This design comes from an exercise in tuning for small area on the open sky130 flow, not from production work. In this exercise RTL edits were held to simulation tests only and were not proved equivalent to the original. Power is estimated from default activity; no workload was simulated.

**design/flow/run.sh**
```bash
#!/bin/bash
# synth_recipe.tcl (not shown) runs the flow's synth.tcl, then flattens the netlist and writes it again
# the make line also repeats each setting of config.mk as NAME=value (left out here)
make -C /OpenROAD-flow-scripts/flow DESIGN_CONFIG=/design/flow/config.mk WORK_HOME=/design/flow/orfs CLKGATE_MAP_FILE= SYNTH_SCRIPT=/design/flow/synth_recipe.tcl finish
```
**design/flow/config.mk**
```make
export PLATFORM = sky130hd
export DESIGN_NAME = fpss_top
export DESIGN_NICKNAME = fpss_top
export VERILOG_FILES = /design/flow/design.v
export SDC_FILE = /design/flow/constraint.sdc
export NUM_CORES = 4
export LEC_CHECK = 0
export CAP_MARGIN = 20
export CORE_MARGIN = 2
export CORE_UTILIZATION = 40
export SLEW_MARGIN = 20
```
**design/flow/constraint.sdc**
```tcl
create_clock -name core_clock -period 8.0 [get_ports {clk_i}]
set_input_delay 1.6000 -clock core_clock [delete_from_list [all_inputs] [get_ports {clk_i}]]
set_output_delay 1.6000 -clock core_clock [all_outputs]
set_load 0.01 [all_outputs]
```
**design/flow/design.v**
```verilog
package fpss_pkg;
    localparam int XLEN       = 32;
    localparam int FLEN       = 64;
    localparam int NAME_W     = 5;
    localparam int PADDR_W    = 6;
    localparam int OFFS_W     = 3;
    localparam int NUM_OFFS   = 4;
    localparam int SB_DEPTH   = 4;
    localparam int SB_IDX_W   = 2;
    localparam int ID_W       = 5;
    localparam int OP_W       = 4;
    localparam int CFG_ADDR_W = 4;
    localparam logic [OP_W-1:0] OP_FSGNJ   = 4'd1;
    localparam logic [OP_W-1:0] OP_FSGNJN  = 4'd2;
    localparam logic [OP_W-1:0] OP_FSGNJX  = 4'd3;
    localparam logic [OP_W-1:0] OP_FMV_W_X = 4'd4;
    localparam logic [OP_W-1:0] OP_FMV_X_W = 4'd5;
    localparam int OP_LSB  = 28;
    localparam int RD_LSB  = 23;
    localparam int RS1_LSB = 18;
    localparam int RS2_LSB = 13;
    localparam logic [XLEN-1:0] CANON_NAN = 32'h7FC0_0000;
endpackage
`timescale 1ns/1ps
import fpss_pkg::*;
module fpss_cfg_apb (
    input  logic                             clk_i,
    input  logic                             rst_n_i,
    input  logic [fpss_pkg::CFG_ADDR_W-1:0]  paddr_i,
    input  logic                             psel_i,
    input  logic                             penable_i,
    input  logic                             pwrite_i,
    input  logic [31:0]                      pwdata_i,
    output logic [31:0]                      prdata_o,
    output logic                             pready_o,
    output logic                             pslverr_o,
    output logic [fpss_pkg::NUM_OFFS-1:0][fpss_pkg::OFFS_W-1:0] offsets_o
);
    logic addr_ok;
    logic wr_en;
    assign addr_ok = (paddr_i[1:0] == 2'b00);
    assign pready_o  = psel_i & penable_i;
    assign wr_en     = pready_o & pwrite_i & addr_ok;
    assign pslverr_o = pready_o & pwrite_i & ~addr_ok;
    always_ff @(posedge clk_i) begin
        if (!rst_n_i) begin
            for (int k = 0; k < NUM_OFFS; k++) begin
                offsets_o[k] <= OFFS_W'(k);
            end
        end else if (wr_en) begin
            offsets_o[paddr_i[CFG_ADDR_W-1:2]] <= pwdata_i[OFFS_W-1:0];
        end
    end
    always_comb begin
        prdata_o = '0;
        if (addr_ok) begin
            prdata_o[OFFS_W-1:0] = offsets_o[paddr_i[CFG_ADDR_W-1:2]];
        end
    end
endmodule
`timescale 1ns/1ps
import fpss_pkg::*;
module fpss_scoreboard (
    input  logic                                 clk_i,
    input  logic                                 rst_n_i,
    input  logic                                 push_valid_i,
    input  logic [fpss_pkg::PADDR_W-1:0]         push_addr_i,
    output logic [fpss_pkg::SB_IDX_W-1:0]        push_idx_o,
    input  logic [2:0][fpss_pkg::PADDR_W-1:0]    test_addrs_i,
    input  logic [2:0]                           test_en_i,
    output logic                                 collision_o,
    output logic                                 full_o,
    input  logic                                 wb_valid_i,
    input  logic [fpss_pkg::SB_IDX_W-1:0]        wb_sb_idx_i
);
    logic [SB_DEPTH-1:0]              ent_valid;
    logic [SB_DEPTH-1:0][PADDR_W-1:0] ent_addr;
    always_comb begin
        push_idx_o = '0;
        for (int i = SB_DEPTH - 1; i >= 0; i--) begin
            if (!ent_valid[i]) begin
                push_idx_o = SB_IDX_W'(i);
            end
        end
    end
    assign full_o = &ent_valid;
    always_comb begin
        collision_o = 1'b0;
        for (int t = 0; t < 3; t++) begin
            for (int e = 0; e < SB_DEPTH; e++) begin
                if (test_en_i[t] && ent_valid[e] && ent_addr[e] == test_addrs_i[t]) begin
                    collision_o = 1'b1;
                end
            end
        end
    end
    always_ff @(posedge clk_i) begin
        if (!rst_n_i) begin
            ent_valid <= '0;
        end else begin
            if (wb_valid_i) begin
                ent_valid[wb_sb_idx_i] <= 1'b0;
            end
            if (push_valid_i) begin
                ent_valid[push_idx_o] <= 1'b1;
            end
        end
    end
    always_ff @(posedge clk_i) begin
        if (push_valid_i) begin
            ent_addr[push_idx_o] <= push_addr_i;
        end
    end
endmodule
`timescale 1ns/1ps
import fpss_pkg::*;
module fpss_regfile (
    input  logic                         clk_i,
    input  logic                         rst_n_i,
    input  logic [fpss_pkg::PADDR_W-1:0] raddr_a_i,
    input  logic [fpss_pkg::PADDR_W-1:0] raddr_b_i,
    output logic [fpss_pkg::FLEN-1:0]         rdata_a_o,
    output logic [fpss_pkg::FLEN-1:0]         rdata_b_o,
    input  logic                         wb_valid_i,
    input  logic [fpss_pkg::PADDR_W-1:0] wb_rd_addr_i,
    input  logic [fpss_pkg::FLEN-1:0]         wb_data_i
);
    logic [FLEN-1:0] mem [2**PADDR_W];
    function automatic logic [FLEN-1:0] unbox(input logic [FLEN-1:0] w);
        logic [FLEN-1:0] r;
        r = w;
        if (w[FLEN-1:XLEN] != '1) begin
            r = {{(FLEN-XLEN){1'b1}}, CANON_NAN};
        end
        unbox = r;
    endfunction
    always_ff @(posedge clk_i) begin
        if (!rst_n_i) begin
            for (int i = 0; i < 2**PADDR_W; i++) begin
                mem[i] <= '0;
            end
        end else if (wb_valid_i) begin
            mem[wb_rd_addr_i] <= wb_data_i;
        end
    end
    assign rdata_a_o = unbox(mem[raddr_a_i]);
    assign rdata_b_o = unbox(mem[raddr_b_i]);
endmodule
`timescale 1ns/1ps
import fpss_pkg::*;
module fpss_issue (
    input  logic [31:0]                       acc_req_instr_i,
    input  logic [fpss_pkg::ID_W-1:0]         acc_req_id_i,
    input  logic [fpss_pkg::XLEN-1:0]         acc_req_arg_i,
    input  logic                              acc_req_valid_i,
    output logic                              acc_req_ready_o,
    input  logic [fpss_pkg::NUM_OFFS-1:0][fpss_pkg::OFFS_W-1:0] offsets_i,
    output logic [fpss_pkg::PADDR_W-1:0]      raddr_a_o,
    output logic [fpss_pkg::PADDR_W-1:0]      raddr_b_o,
    input  logic [fpss_pkg::FLEN-1:0]              rdata_a_i,
    input  logic [fpss_pkg::FLEN-1:0]              rdata_b_i,
    output logic                              sb_push_o,
    output logic [fpss_pkg::PADDR_W-1:0]      sb_push_addr_o,
    input  logic [fpss_pkg::SB_IDX_W-1:0]     sb_idx_i,
    output logic [2:0][fpss_pkg::PADDR_W-1:0] sb_test_addrs_o,
    output logic [2:0]                        sb_test_en_o,
    input  logic                              sb_collision_i,
    input  logic                              sb_full_i,
    output logic                              ex_valid_o,
    input  logic                              ex_ready_i,
    output logic [fpss_pkg::OP_W-1:0]         ex_op_o,
    output logic [fpss_pkg::FLEN-1:0]              ex_a_o,
    output logic [fpss_pkg::FLEN-1:0]              ex_b_o,
    output logic [fpss_pkg::XLEN-1:0]         ex_arg_o,
    output logic [fpss_pkg::PADDR_W-1:0]      ex_rd_addr_o,
    output logic [fpss_pkg::ID_W-1:0]         ex_id_o,
    output logic [fpss_pkg::SB_IDX_W-1:0]     ex_sb_idx_o,
    output logic                              ex_error_o
);
    logic [OP_W-1:0]    op;
    logic [PADDR_W-1:0] rd_addr;
    logic [PADDR_W-1:0] rs1_addr;
    logic [PADDR_W-1:0] rs2_addr;
    logic               legal;
    logic               writes_rd;
    logic               issue_ok;
    function automatic logic [PADDR_W-1:0] translate(
        input logic [NUM_OFFS-1:0][OFFS_W-1:0] offs,
        input logic [NAME_W-1:0]               name
    );
        translate = {offs[name[NAME_W-1:NAME_W-2]], name[NAME_W-3:0]};
    endfunction
    assign op       = acc_req_instr_i[OP_LSB +: OP_W];
    assign rd_addr  = translate(offsets_i, acc_req_instr_i[RD_LSB +: NAME_W]);
    assign rs1_addr = translate(offsets_i, acc_req_instr_i[RS1_LSB +: NAME_W]);
    assign rs2_addr = translate(offsets_i, acc_req_instr_i[RS2_LSB +: NAME_W]);
    always_comb begin
        legal        = 1'b1;
        sb_test_en_o = 3'b000;
        case (op)
            OP_FSGNJ, OP_FSGNJN, OP_FSGNJX: sb_test_en_o = 3'b111;
            OP_FMV_W_X:                     sb_test_en_o = 3'b100;
            OP_FMV_X_W:                     sb_test_en_o = 3'b001;
            default:                        legal = 1'b0;
        endcase
    end
    assign writes_rd = legal & (op != OP_FMV_X_W);
    assign sb_test_addrs_o = {rd_addr, rs2_addr, rs1_addr};
    assign issue_ok        = ~sb_full_i & ~sb_collision_i;
    assign acc_req_ready_o = ex_ready_i & issue_ok;
    assign sb_push_o      = acc_req_valid_i & acc_req_ready_o & writes_rd;
    assign sb_push_addr_o = rd_addr;
    assign raddr_a_o = rs1_addr;
    assign raddr_b_o = rs2_addr;
    assign ex_valid_o   = acc_req_valid_i & issue_ok;
    assign ex_op_o      = op;
    assign ex_a_o       = rdata_a_i;
    assign ex_b_o       = rdata_b_i;
    assign ex_arg_o     = acc_req_arg_i;
    assign ex_rd_addr_o = rd_addr;
    assign ex_id_o      = acc_req_id_i;
    assign ex_sb_idx_o  = sb_idx_i;
    assign ex_error_o   = ~legal;
endmodule
`timescale 1ns/1ps
import fpss_pkg::*;
module fpss_exec_pipe (
    input  logic                      clk_i,
    input  logic                      rst_n_i,
    input  logic                           ex_valid_i,
    output logic                           ex_ready_o,
    input  logic [fpss_pkg::OP_W-1:0]      ex_op_i,
    input  logic [fpss_pkg::FLEN-1:0]           ex_a_i,
    input  logic [fpss_pkg::FLEN-1:0]           ex_b_i,
    input  logic [fpss_pkg::XLEN-1:0]      ex_arg_i,
    input  logic [fpss_pkg::PADDR_W-1:0]   ex_rd_addr_i,
    input  logic [fpss_pkg::ID_W-1:0]      ex_id_i,
    input  logic [fpss_pkg::SB_IDX_W-1:0]  ex_sb_idx_i,
    input  logic                           ex_error_i,
    output logic                           wb_valid_o,
    output logic [fpss_pkg::PADDR_W-1:0]   wb_rd_addr_o,
    output logic [fpss_pkg::FLEN-1:0]           wb_data_o,
    output logic [fpss_pkg::SB_IDX_W-1:0]  wb_sb_idx_o,
    output logic [fpss_pkg::ID_W-1:0] acc_rsp_id_o,
    output logic [fpss_pkg::XLEN-1:0] acc_rsp_data_o,
    output logic                      acc_rsp_error_o,
    output logic                      acc_rsp_valid_o,
    input  logic                      acc_rsp_ready_i
);
    logic [FLEN-1:0]                         res;
    logic                              run_q;
    logic                              advance;
    logic [2:0]                        s_valid;
    logic [2:0]                        s_wr;
    logic [2:0]                        s_err;
    logic [2:0][FLEN-1:0]              s_data;
    logic [2:0][PADDR_W-1:0]           s_rd;
    logic [2:0][ID_W-1:0]              s_id;
    logic [2:0][SB_IDX_W-1:0]          s_idx;
    always_comb begin
        res = ex_a_i;
        case (ex_op_i)
            OP_FSGNJ:   res[XLEN-1] = ex_b_i[XLEN-1];
            OP_FSGNJN:  res[XLEN-1] = ~ex_b_i[XLEN-1];
            OP_FSGNJX:  res[XLEN-1] = ex_a_i[XLEN-1] ^ ex_b_i[XLEN-1];
            OP_FMV_W_X: res = {{(FLEN-XLEN){1'b1}}, ex_arg_i};
            default:    res = ex_a_i;
        endcase
    end
    assign advance  = ~s_valid[2] | acc_rsp_ready_i;
    assign ex_ready_o = run_q & advance;
    always_ff @(posedge clk_i) begin
        if (!rst_n_i) begin
            run_q   <= 1'b0;
            s_valid <= '0;
        end else begin
            run_q <= 1'b1;
            if (advance) begin
                s_valid <= {s_valid[1:0], ex_valid_i & ex_ready_o};
            end
        end
    end
    always_ff @(posedge clk_i) begin
        if (advance) begin
            s_wr   <= {s_wr[1:0], ~ex_error_i & (ex_op_i != OP_FMV_X_W)};
            s_err  <= {s_err[1:0], ex_error_i};
            s_data <= {s_data[1:0], res};
            s_rd   <= {s_rd[1:0], ex_rd_addr_i};
            s_id   <= {s_id[1:0], ex_id_i};
            s_idx  <= {s_idx[1:0], ex_sb_idx_i};
        end
    end
    assign acc_rsp_valid_o = s_valid[2];
    assign acc_rsp_id_o    = s_id[2];
    assign acc_rsp_error_o = s_err[2];
    assign acc_rsp_data_o  = s_err[2] ? '0 : s_data[2][XLEN-1:0];
    assign wb_valid_o   = s_valid[2] & acc_rsp_ready_i & s_wr[2];
    assign wb_rd_addr_o = s_rd[2];
    assign wb_data_o    = s_data[2];
    assign wb_sb_idx_o  = s_idx[2];
endmodule
`timescale 1ns/1ps
import fpss_pkg::*;
module fpss_top (
    input  logic                             clk_i,
    input  logic                             rst_n_i,
    input  logic [31:0]                      acc_req_instr_i,
    input  logic [fpss_pkg::ID_W-1:0]        acc_req_id_i,
    input  logic [fpss_pkg::XLEN-1:0]        acc_req_arg_i,
    input  logic                             acc_req_valid_i,
    output logic                             acc_req_ready_o,
    output logic [fpss_pkg::ID_W-1:0]        acc_rsp_id_o,
    output logic [fpss_pkg::XLEN-1:0]        acc_rsp_data_o,
    output logic                             acc_rsp_error_o,
    output logic                             acc_rsp_valid_o,
    input  logic                             acc_rsp_ready_i,
    input  logic [fpss_pkg::CFG_ADDR_W-1:0]  paddr_i,
    input  logic                             psel_i,
    input  logic                             penable_i,
    input  logic                             pwrite_i,
    input  logic [31:0]                      pwdata_i,
    output logic [31:0]                      prdata_o,
    output logic                             pready_o,
    output logic                             pslverr_o
);
    logic [NUM_OFFS-1:0][OFFS_W-1:0] offsets;
    logic [PADDR_W-1:0]              raddr_a;
    logic [PADDR_W-1:0]              raddr_b;
    logic [FLEN-1:0]                       rdata_a;
    logic [FLEN-1:0]                       rdata_b;
    logic                            sb_push;
    logic [PADDR_W-1:0]              sb_push_addr;
    logic [SB_IDX_W-1:0]             sb_idx;
    logic [2:0][PADDR_W-1:0]         sb_test_addrs;
    logic [2:0]                      sb_test_en;
    logic                            sb_collision;
    logic                            sb_full;
    logic                            ex_valid;
    logic                            ex_ready;
    logic [OP_W-1:0]                 ex_op;
    logic [FLEN-1:0]                       ex_a;
    logic [FLEN-1:0]                       ex_b;
    logic [XLEN-1:0]                 ex_arg;
    logic [PADDR_W-1:0]              ex_rd_addr;
    logic [ID_W-1:0]                 ex_id;
    logic [SB_IDX_W-1:0]             ex_sb_idx;
    logic                            ex_error;
    logic                            wb_valid;
    logic [PADDR_W-1:0]              wb_rd_addr;
    logic [FLEN-1:0]                       wb_data;
    logic [SB_IDX_W-1:0]             wb_sb_idx;
    fpss_cfg_apb i_cfg (
        .clk_i, .rst_n_i,
        .paddr_i, .psel_i, .penable_i, .pwrite_i, .pwdata_i,
        .prdata_o, .pready_o, .pslverr_o,
        .offsets_o (offsets)
    );
    fpss_issue i_issue (
        .acc_req_instr_i, .acc_req_id_i, .acc_req_arg_i,
        .acc_req_valid_i, .acc_req_ready_o,
        .offsets_i       (offsets),
        .raddr_a_o       (raddr_a),
        .raddr_b_o       (raddr_b),
        .rdata_a_i       (rdata_a),
        .rdata_b_i       (rdata_b),
        .sb_push_o       (sb_push),
        .sb_push_addr_o  (sb_push_addr),
        .sb_idx_i        (sb_idx),
        .sb_test_addrs_o (sb_test_addrs),
        .sb_test_en_o    (sb_test_en),
        .sb_collision_i  (sb_collision),
        .sb_full_i       (sb_full),
        .ex_valid_o      (ex_valid),
        .ex_ready_i      (ex_ready),
        .ex_op_o         (ex_op),
        .ex_a_o          (ex_a),
        .ex_b_o          (ex_b),
        .ex_arg_o        (ex_arg),
        .ex_rd_addr_o    (ex_rd_addr),
        .ex_id_o         (ex_id),
        .ex_sb_idx_o     (ex_sb_idx),
        .ex_error_o      (ex_error)
    );
    fpss_scoreboard i_sb (
        .clk_i, .rst_n_i,
        .push_valid_i (sb_push),
        .push_addr_i  (sb_push_addr),
        .push_idx_o   (sb_idx),
        .test_addrs_i (sb_test_addrs),
        .test_en_i    (sb_test_en),
        .collision_o  (sb_collision),
        .full_o       (sb_full),
        .wb_valid_i   (wb_valid),
        .wb_sb_idx_i  (wb_sb_idx)
    );
    fpss_regfile i_rf (
        .clk_i, .rst_n_i,
        .raddr_a_i (raddr_a),
        .raddr_b_i (raddr_b),
        .rdata_a_o (rdata_a),
        .rdata_b_o    (rdata_b),
        .wb_valid_i   (wb_valid),
        .wb_rd_addr_i (wb_rd_addr),
        .wb_data_i    (wb_data)
    );
    fpss_exec_pipe i_exec (
        .clk_i, .rst_n_i,
        .ex_valid_i   (ex_valid),
        .ex_ready_o   (ex_ready),
        .ex_op_i      (ex_op),
        .ex_a_i       (ex_a),
        .ex_b_i       (ex_b),
        .ex_arg_i     (ex_arg),
        .ex_rd_addr_i (ex_rd_addr),
        .ex_id_i      (ex_id),
        .ex_sb_idx_i  (ex_sb_idx),
        .ex_error_i   (ex_error),
        .wb_valid_o   (wb_valid),
        .wb_rd_addr_o (wb_rd_addr),
        .wb_data_o    (wb_data),
        .wb_sb_idx_o  (wb_sb_idx),
        .acc_rsp_id_o, .acc_rsp_data_o, .acc_rsp_error_o,
        .acc_rsp_valid_o, .acc_rsp_ready_i
    );
endmodule
```
==> run notes <==
## through the flow
step           instance area, sq um  total power [mW]  std cells
6_report                     223000              50.8      20606
5_1_grt                      223000              51.9      20579
3_5_place_dp                 208000              30.2      19743
3_3_place_gp                 208000              30.1      19738
2_1_floorplan                199000              28.5      13865
4_1_cts                      223000              50.8      20575
## path summary, 6_finish.rpt
path / slack [ns] / to / cells after the start / from
min: 0.39 / i_exec.s_data[188] / 0 / i_exec.s_data[124]
min reg2reg: 0.39 / i_exec.s_data[188] / 0 / i_exec.s_data[124]
max: 1.19 / acc_req_ready_o / 7 / acc_req_instr_i[31]
max reg2reg: 3.12 / i_exec.s_data[5] / 9 / i_cfg.offsets_o[9]
## routing by layer
| layer | share of wire | global-route usage |
|---|---|---|
| met1 | 0.38 | 0.350 |
| met2 | 0.47 | 0.421 |
| met3 | 0.11 | 0.0575 |
| met4 | 0.047 | 0.104 |
| met5 | 0.00011 | 0 |
## layout by cell type (no fill, tap or decap), types with 86 or more instances in the layout
master | Yosys | final
nand4_1 | 440 | 440
clkinv_2 | 0 | 86
clkbuf_1 | 929 | 105
clkinv_1 | 1 | 108
and2_1 | 4113 | 4112
clkdlybuf4s50_1 | 0 | 107
o21ai_0 | 375 | 310
nor2_1 | 210 | 145
nand2_1 | 614 | 612
nor3_1 | 122 | 121
nand3_1 | 410 | 409
a21oi_1 | 113 | 112
edfxtp_1 | 4357 | 4357
buf_4 | 64 | 380
clkbuf_16 | 0 | 463
mux4_2 | 847 | 843
## report_power, final
part	internal, mW	leakage (nW)	total, mW	switching, mW
combinational	0.969	25.1	3.42	2.45
clock	11.8	7.02	21.0	9.24
sequential	25.9	45.2	26.3	0.390
total	38.7	77.3	50.8	12.1
## cells by family (layout without fill, tap and decap cells)
kind of cell	after synthesis	count (layout)	synth area share
compound gates	950	950	0.0304
xor+xnor	73	73	0.00321
other cells	2	89	0.0000377
fa+ha+maj	9	9	0.000565
simple gates	6140	6140	0.180
mux	899	899	0.0984
flops	4377	4377	0.659
buf+inv	1356	1414	0.0284
## sequential cells by signal (all words and copies together) (netlist names)
name,count
i_exec.s_err,3
i_exec.s_data,192
i_exec.s_valid,3
i_exec.s_rd,18
i_exec.run_q,1
i_cfg.offsets_o,12
i_sb.ent_addr,24
i_exec.s_id,15
i_sb.ent_valid,4
i_exec.s_idx,6
i_rf.mem,4096
i_exec.s_wr,3
## cell type report
type / instances / area, sq um / area share
multi-input combinational: 8132 / 63800 / 0.286
sequential: 4377 / 131000 / 0.589
tap: 6655 / 8330 / 0.0374
clock buffer: 568 / 12000 / 0.0538
antenna: 28 / 70.1 / 0.000314
clock inverter: 264 / 2380 / 0.0107
inverter: 45 / 183 / 0.000820
timing repair buffer: 537 / 4900 / 0.0220
==> run notes <==
Critical-path top delay cell=nor3_2; post-synthesis sequential area ratio=0.659; Syn. warnings=5; Core Util, Final=0.449; Vias/cell=5.94; die area=504000 sq um; Worst Clk Skew=0.0536 ns; Post-CTS Resized=0; largest net degree at the start of global routing=136; IO Count=186; measured slew at the worst slew-check pin=1.21 ns; Slew HR=0.192; cell with the most instances after synthesis=edfxtp_1; dpl hpwl=408 mm; CTS Buf Count=453; Final Cycle Share=0.851; # H-tree levels=5; Avg Inst Size Synth=14.4 sq um; Slew Viols, Final=0; clk slew on worst S/H paths=0.06 ns; max-cap viol count=0; Syn Inst Count=13806; Min Hold Slack=0.389 ns; CTS tree=built; Top FF cell, synth=edfxtp_1; initial antenna violation count=78; layout cell share with drive strength beyond 1=0.149; Worst Path Class, Setup=in -> out; worst setup margin=1.19 ns; Yosys top cell by area=edfxtp_1; Routed Antenna Nets=0; power per standard cell area=228 nW/um^2; RSZ-0062 raised after global routing=no; Cell Area, Synth=199000 sq um; Rows=259; Lkg Pwr=77.3 nW; Vert. Die Dim=710 um; Clock Tree Buf Depth=4; Period minus WS final=6.81 ns; Filler Cell Count=43331; Final #Nets=13667; Max Fclk=147 MHz; final WL=675 mm; first-pass GRT wire length=936 mm; 1st-pass router iterations=6; largest cells by area after synthesis=edfxtp_1, and2_1, mux4_2; Bufs and invs on worst path=2; Crit path largest cell delay=1.12 ns; number of global-route vias before repair=119467; Hold WC Path Type=reg -> reg; DR iter-0 viols=19305; Total Neg Setup Slack=0 ns; root buffer cell=clkbuf_16; critical path capture point type=output pin; Worst EP arrival=5.21 ns; Max VDD drop=0.214 mV; Distinct cells, synth=85; commonest cells in the netlist=edfxtp_1, and2_1, clkbuf_1, mux4_2, nand2_1; detailed-route DRC error count=0; Synth top area share=0.657; Syn-to-layout area delta=11.9%; critical-path maximum fanout=8; total grt overflow=0; Async S/R FF share, synth=0; Total GRT Usage=0.263; total core area=497000 sq um; final hold violation count=0; EDFF count, synth=4357; #FFs+latches synth=4377; vias=122369; status=no timing/DRC/antenna violations; crit start category=input pin; Worst-Skew Late Latency=1.06 ns; Post-CTS Hold Buffers=0; Routed wire per std cell=32.8 um; CP Cell Sequence=clkdlybuf4s50_1 -> nor3_2 -> nand4_1 -> nor4_1 -> nor4_1 -> and4_1 -> clkdlybuf4s50_1; port bufs=114; dpl ws=1.36 ns; delay-heaviest family, CP=simple AND/OR/NAND/NOR gates; Initial Util=0.401; GPL Wtd Cong=0.920; Post-CTS Setup Repair Bufs=0; Worst EP required=6.40 ns; Die Width=710 um; CTS sink count=4377; Final setup viols=0

## re-timing with driven ports
Ports are ideal in the flow. The routed layout listed here was re-timed in OpenROAD. Step 1, drivers: a clkbuf_16 drives clk_i and a buf_2 each remaining input, both assumed. Step 2 also shifts input and output timing later by t, the mid clock arrival at the registers, as if the neighbouring blocks saw the same clock. Three values: ideal ports, drivers, drivers and shift; two values: the first two.
t (ns): 1.143
slack for setup (ns): 1.194 / 1.169 / 1.142
worst register clock-pin slew, ns: 0.07 / 0.07
pins driven straight from the clock port: 1
After both steps this run still meets setup and hold. The setup slack of this run moves by -0.025 ns with the drivers and by -0.052 ns with both steps.
